What follows belongs to an exercise in optimizing a design on an open flow for small area; a production flow would make more cautious choices.
Only simulation tests tie the RTL to the original design; equivalence was not proved.
Power is estimated from default activity; no workload was simulated. No driver is modelled on the clock port, so clocking that relies on it looks cheaper here than on a real chip.

==> run a <==
==> flow/design.v <==
module rk256_store #(
    parameter int NKEYS = 15,
    parameter int AW    = 4
) (
    input  logic          mclk,
    input  logic          srst_n,
    input  logic          clear,
    input  logic [0:127]  rk256,
    input  logic [AW-1:0] rk256_count,
    input  logic          rk256_le,
    input  logic          rd_req,
    input  logic [AW-1:0] rd_round,
    output logic [0:127]  rd_key,
    output logic          rd_valid,
    output logic          keys_ready,
    output logic          load_err
);
    logic [3:0]   nloaded;
    logic [3:0]   rd_idx;
    logic [0:127] mem [15];
    logic wr_acc;
    logic wr_rej;
    logic rd_hit;
    logic rd_serve;
    always_comb begin
        wr_acc   = rk256_le && !clear && (rk256_count == nloaded)
                   && (nloaded != 4'd15);
        wr_rej   = rk256_le && !clear && !wr_acc;
        rd_hit   = (rd_round < nloaded)
                   || (wr_acc && (rd_round == rk256_count));
        rd_serve = rd_req && !rd_valid && !clear && rd_hit;
    end
    assign keys_ready = (nloaded == 4'd15);
    always_ff @(posedge mclk) begin
        if (!srst_n) begin
            nloaded  <= '0;
            load_err <= 1'b0;
            rd_valid <= 1'b0;
        end else begin
            rd_valid <= rd_serve;
            if (clear) begin
                nloaded  <= '0;
                load_err <= 1'b0;
            end else begin
                if (wr_acc) begin
                    nloaded <= nloaded + 4'd1;
                end
                if (wr_rej) begin
                    load_err <= 1'b1;
                end
            end
        end
    end
    always_ff @(posedge mclk) begin
        rd_idx <= rd_round;
    end
    for (genvar k = 0; k < 15; k++) begin : g_key
        always_ff @(posedge mclk) begin
            if (wr_acc && (nloaded == 4'(k))) begin
                mem[k] <= rk256;
            end
        end
    end
    logic [14:0] rd_sel;
    always_comb begin
        for (int k = 0; k < 15; k++) begin
            rd_sel[k] = (rd_idx == 4'(k));
        end
    end
    for (genvar b = 0; b < 128; b++) begin : g_rd
        logic [4:0] grp_n;
        for (genvar g = 0; g < 5; g++) begin : g_grp
            rk256_aoi222 u_aoi (
                .a0(rd_sel[3*g]),   .b0(mem[3*g][b]),
                .a1(rd_sel[3*g+1]), .b1(mem[3*g+1][b]),
                .a2(rd_sel[3*g+2]), .b2(mem[3*g+2][b]),
                .y (grp_n[g])
            );
        end
        rk256_nand5 u_or (.a(grp_n), .y(rd_key[b]));
    end
endmodule
module rk256_aoi222 (
    input  logic a0, b0, a1, b1, a2, b2,
    output logic y
);
    assign y = ~((a0 & b0) | (a1 & b1) | (a2 & b2));
endmodule
module rk256_nand5 (
    input  logic [4:0] a,
    output logic       y
);
    assign y = ~&a;
endmodule
==> flow/run.sh <==
#!/bin/bash
# synth_recipe.tcl (not shown) runs the flow's synth.tcl, then flattens the netlist and writes it again
# the make line also repeats each setting of config.mk as NAME=value (left out here)
make -C /OpenROAD-flow-scripts/flow DESIGN_CONFIG=/design/flow/config.mk WORK_HOME=/design/flow/orfs CLKGATE_MAP_FILE= SYNTH_SCRIPT=/design/flow/synth_recipe.tcl finish
==> flow/config.mk <==
export PLATFORM = sky130hd
export DESIGN_NAME = rk256_store
export DESIGN_NICKNAME = rk256_store
export VERILOG_FILES = /design/flow/design.v
export SDC_FILE = /design/flow/constraint.sdc
export NUM_CORES = 4
export LEC_CHECK = 0
export CAP_MARGIN = 20
export CORE_MARGIN = 2
export CORE_UTILIZATION = 45
export PLACE_DENSITY = 0.55
export SLEW_MARGIN = 20
export SYNTH_HIERARCHICAL = 1
export SYNTH_MINIMUM_KEEP_SIZE = 0
==> flow/constraint.sdc <==
create_clock -name core_clock -period 5.0 [get_ports {mclk}]
set_input_delay 1.0000 -clock core_clock [delete_from_list [all_inputs] [get_ports {mclk}]]
set_output_delay 1.0000 -clock core_clock [all_outputs]
set_load 0.01 [all_outputs]
==> run b: changes against run a <==
==> flow/flow/run.sh (new file) <==
#!/bin/bash
cp standard.sh standard_sh_copy.log
export BUFFER_PORTS_ARGS="-buffer_cell sky130_fd_sc_hd__buf_1"
export CTS_ARGS="-sink_clustering_enable -repair_clock_nets -sink_clustering_size 30 -sink_clustering_max_diameter 100 -dont_use_dummy_load"
export PRE_RESIZE_TCL="$(pwd)/flow/rebuffer.tcl"
bash standard.sh > standard.log 2>&1
status=$?
tail -50 standard.log
exit $status
==> flow/flow/rebuffer.tcl (new file) <==
# PRE_RESIZE hook. Timing-driven global placement buffers each of the
# design's 128-load nets (the 15 key write enables and the 15 read selects)
# with a tree of five or six buffers. Replace each such tree by a single
# buf_12 at the centroid of the net's loads; repair_design, which runs right
# after this hook, still fixes any slew or capacitance violation left.
proc rebuf_remove {inst} {
  set in_net ""
  set out_net ""
  foreach it [$inst getITerms] {
    if {[[$it getMTerm] getSigType] != "SIGNAL"} continue
    if {[$it isInputSignal]} {
      set in_net [$it getNet]
    } elseif {[$it isOutputSignal]} {
      set out_net [$it getNet]
    }
  }
  foreach it [$out_net getITerms] {
    if {[$it getInst] == $inst} continue
    $it disconnect
    $it connect $in_net
  }
  odb::dbInst_destroy $inst
  odb::dbNet_destroy $out_net
}

set block [ord::get_db_block]
set removed 0
foreach inst [$block getInsts] {
  if {[string match place* [$inst getName]]
      && [string match *buf* [[$inst getMaster] getName]]} {
    rebuf_remove $inst
    incr removed
  }
}
puts "rebuffer: removed $removed placement buffers"

set inserted 0
foreach net [get_nets *] {
  set name [get_full_name $net]
  set loads [get_pins -of_objects $net -filter "direction==input"]
  if {[llength $loads] <= 64} continue
  # leave the clock net to clock tree synthesis
  if {[llength [get_pins -quiet -of_objects $net -filter "is_clock==1"]] > 0} continue
  set sx 0
  set sy 0
  foreach p $loads {
    set loc [[[sta::sta_to_db_pin $p] getInst] getLocation]
    incr sx [lindex $loc 0]
    incr sy [lindex $loc 1]
  }
  set n [llength $loads]
  set x [ord::dbu_to_microns [expr {$sx / $n}]]
  set y [ord::dbu_to_microns [expr {$sy / $n}]]
  insert_buffer -buffer_cell sky130_fd_sc_hd__buf_12 -net $net -location [list $x $y]
  incr inserted
  puts "rebuffer: $name ($n loads) at $x $y"
}
puts "rebuffer: inserted $inserted buffers"
==> flow/standard.sh (new file) <==
#!/bin/bash
# synth_recipe.tcl (not shown) runs the flow's synth.tcl, then flattens the netlist and writes it again
# the make line also repeats each setting of config.mk as NAME=value (left out here)
make -C /OpenROAD-flow-scripts/flow DESIGN_CONFIG=/design/flow/config.mk WORK_HOME=/design/flow/orfs CLKGATE_MAP_FILE= SYNTH_SCRIPT=/design/flow/synth_recipe.tcl "${@:-finish}"
removed: flow/run.sh
==> run c: changes against run a <==
--- a/flow/design.v
+++ b/flow/design.v
@@ -17,5 +17,4 @@
 );
     logic [3:0]   nloaded;
-    logic [3:0]   rd_idx;
     logic [0:127] mem [15];
     logic wr_acc;
@@ -52,6 +51,9 @@
         end
     end
+    logic [14:0] rd_sel;
     always_ff @(posedge mclk) begin
-        rd_idx <= rd_round;
+        for (int k = 0; k < 15; k++) begin
+            rd_sel[k] <= (rd_round == 4'(k));
+        end
     end
     for (genvar k = 0; k < 15; k++) begin : g_key
@@ -60,10 +62,4 @@
                 mem[k] <= rk256;
             end
-        end
-    end
-    logic [14:0] rd_sel;
-    always_comb begin
-        for (int k = 0; k < 15; k++) begin
-            rd_sel[k] = (rd_idx == 4'(k));
         end
     end
==> flow/flow/run.sh (new file) <==
#!/bin/bash
cp standard.sh standard_sh_copy.log
export BUFFER_PORTS_ARGS="-buffer_cell sky130_fd_sc_hd__buf_1"
export CTS_ARGS="-sink_clustering_enable -repair_clock_nets -sink_clustering_size 18 -sink_clustering_max_diameter 100 -dont_use_dummy_load -buf_list sky130_fd_sc_hd__clkbuf_8"
export PRE_RESIZE_TCL="$(pwd)/flow/rebuffer.tcl"
bash standard.sh > standard.log 2>&1
status=$?
tail -50 standard.log
exit $status
==> flow/flow/rebuffer.tcl (new file) <==
# PRE_RESIZE hook. Timing-driven global placement buffers each of the
# design's 128-load nets (the 15 key write enables and the 15 read selects)
# with a tree of five or six buffers. Replace each such tree by a single
# buf_12 at the centroid of the net's loads; repair_design, which runs right
# after this hook, still fixes any slew or capacitance violation left.
proc rebuf_remove {inst} {
  set in_net ""
  set out_net ""
  foreach it [$inst getITerms] {
    if {[[$it getMTerm] getSigType] != "SIGNAL"} continue
    if {[$it isInputSignal]} {
      set in_net [$it getNet]
    } elseif {[$it isOutputSignal]} {
      set out_net [$it getNet]
    }
  }
  foreach it [$out_net getITerms] {
    if {[$it getInst] == $inst} continue
    $it disconnect
    $it connect $in_net
  }
  odb::dbInst_destroy $inst
  odb::dbNet_destroy $out_net
}

set block [ord::get_db_block]
set removed 0
foreach inst [$block getInsts] {
  if {[string match place* [$inst getName]]
      && [string match *buf* [[$inst getMaster] getName]]} {
    rebuf_remove $inst
    incr removed
  }
}
puts "rebuffer: removed $removed placement buffers"

set inserted 0
foreach net [get_nets *] {
  set name [get_full_name $net]
  set loads [get_pins -of_objects $net -filter "direction==input"]
  if {[llength $loads] <= 64} continue
  # leave the clock net to clock tree synthesis
  if {[llength [get_pins -quiet -of_objects $net -filter "is_clock==1"]] > 0} continue
  set sx 0
  set sy 0
  foreach p $loads {
    set loc [[[sta::sta_to_db_pin $p] getInst] getLocation]
    incr sx [lindex $loc 0]
    incr sy [lindex $loc 1]
  }
  set n [llength $loads]
  set x [ord::dbu_to_microns [expr {$sx / $n}]]
  set y [ord::dbu_to_microns [expr {$sy / $n}]]
  insert_buffer -buffer_cell sky130_fd_sc_hd__buf_12 -net $net -location [list $x $y]
  incr inserted
  puts "rebuffer: $name ($n loads) at $x $y"
}
puts "rebuffer: inserted $inserted buffers"
==> flow/standard.sh (new file) <==
#!/bin/bash
# synth_recipe.tcl (not shown) runs the flow's synth.tcl, then flattens the netlist and writes it again
# the make line also repeats each setting of config.mk as NAME=value (left out here)
make -C /OpenROAD-flow-scripts/flow DESIGN_CONFIG=/design/flow/config.mk WORK_HOME=/design/flow/orfs CLKGATE_MAP_FILE= SYNTH_SCRIPT=/design/flow/synth_recipe.tcl "${@:-finish}"
removed: flow/run.sh
==> comparison table <==
Total of fill cells in the finished design: run a 11000; run c 11800; run b 11600
Compound-gate portion of the synthesized area: run a 9.79%; run c 9.77%; run b 9.79%
Share of cell area taken by muxes after synthesis: run a 0.0151%; run c 0.0150%; run b 0.0151%
Number of DRC markers after the initial detailed-route iteration: run a 6168; run c 6006; run b 6244
Post-Place Cells: run a 5215; run c 5161; run b 5138
Via count of the first global-routing pass: run a 37500; run c 35100; run b 35400
Wire length of the first global-routing pass: run a 269000 µm; run c 247000 µm; run b 253000 µm
Comb group: run a 0.00139 W; run c 0.00112 W; run b 0.00114 W
Class of the tightest hold or removal check: run a flip-flop to flip-flop; run c input port to flip-flop; run b flip-flop to flip-flop
Result of the run: run a finished clean; run c finished clean; run b finished clean
Internal power: run a 0.0266 W; run c 0.0203 W; run b 0.0208 W
WL met3: run a 20100 µm; run c 16900 µm; run b 17100 µm
Maximum number of pins on one net before global-route repair: run a 83; run c 129; run b 129
FF+latch count: run a 1930; run c 1941; run b 1930
Post-Synth XOR/XNOR Area: run a 0.0924%; run c 0.0921%; run b 0.0924%
Buffers, non-clock: run a 384; run c 301; run b 301
Std-Cell Core Area: run a 146000 µm²; run c 147000 µm²; run b 146000 µm²
Share of the synthesized area in the top cell type: run a 86.9%; run c 86.6%; run b 86.9%
Reported sequential group power: run a 0.0178 W; run c 0.0179 W; run b 0.0178 W
Reg-to-reg critical path endpoint: run a mem[11][111]; run c mem[8][100]; run b mem[10][122]
Final HPWL DP: run a 95900 µm; run c 85300 µm; run b 77600 µm

[static timing again, ports no longer ideal]
No port has a modelled driver above. Below, the same layouts with a new extraction and two added sets of constraints. Step 1: set_driving_cell puts a clkbuf_16 on mclk and a buf_2 on each other input, an assumption about the parent block. Step 2 also shifts input and output timing later by t, the mid clock arrival at the registers, as if the neighbouring blocks saw the same clock. Slacks: ideal ports / drivers / drivers and shift; pairs: ideal ports / drivers.
run	t, ns	setup WS [ns]	worst setup path at the end	cell pins on the clock port's net
run a	0.883	0.122 / 0.041 / 0.875	input to register	1
run b	0.766	0.218 / 0.137 / 0.902	register to output	1
run c	0.915	1.002 / 0.932 / 1.137	input to register	1
After both steps setup and hold are still met in every run listed.
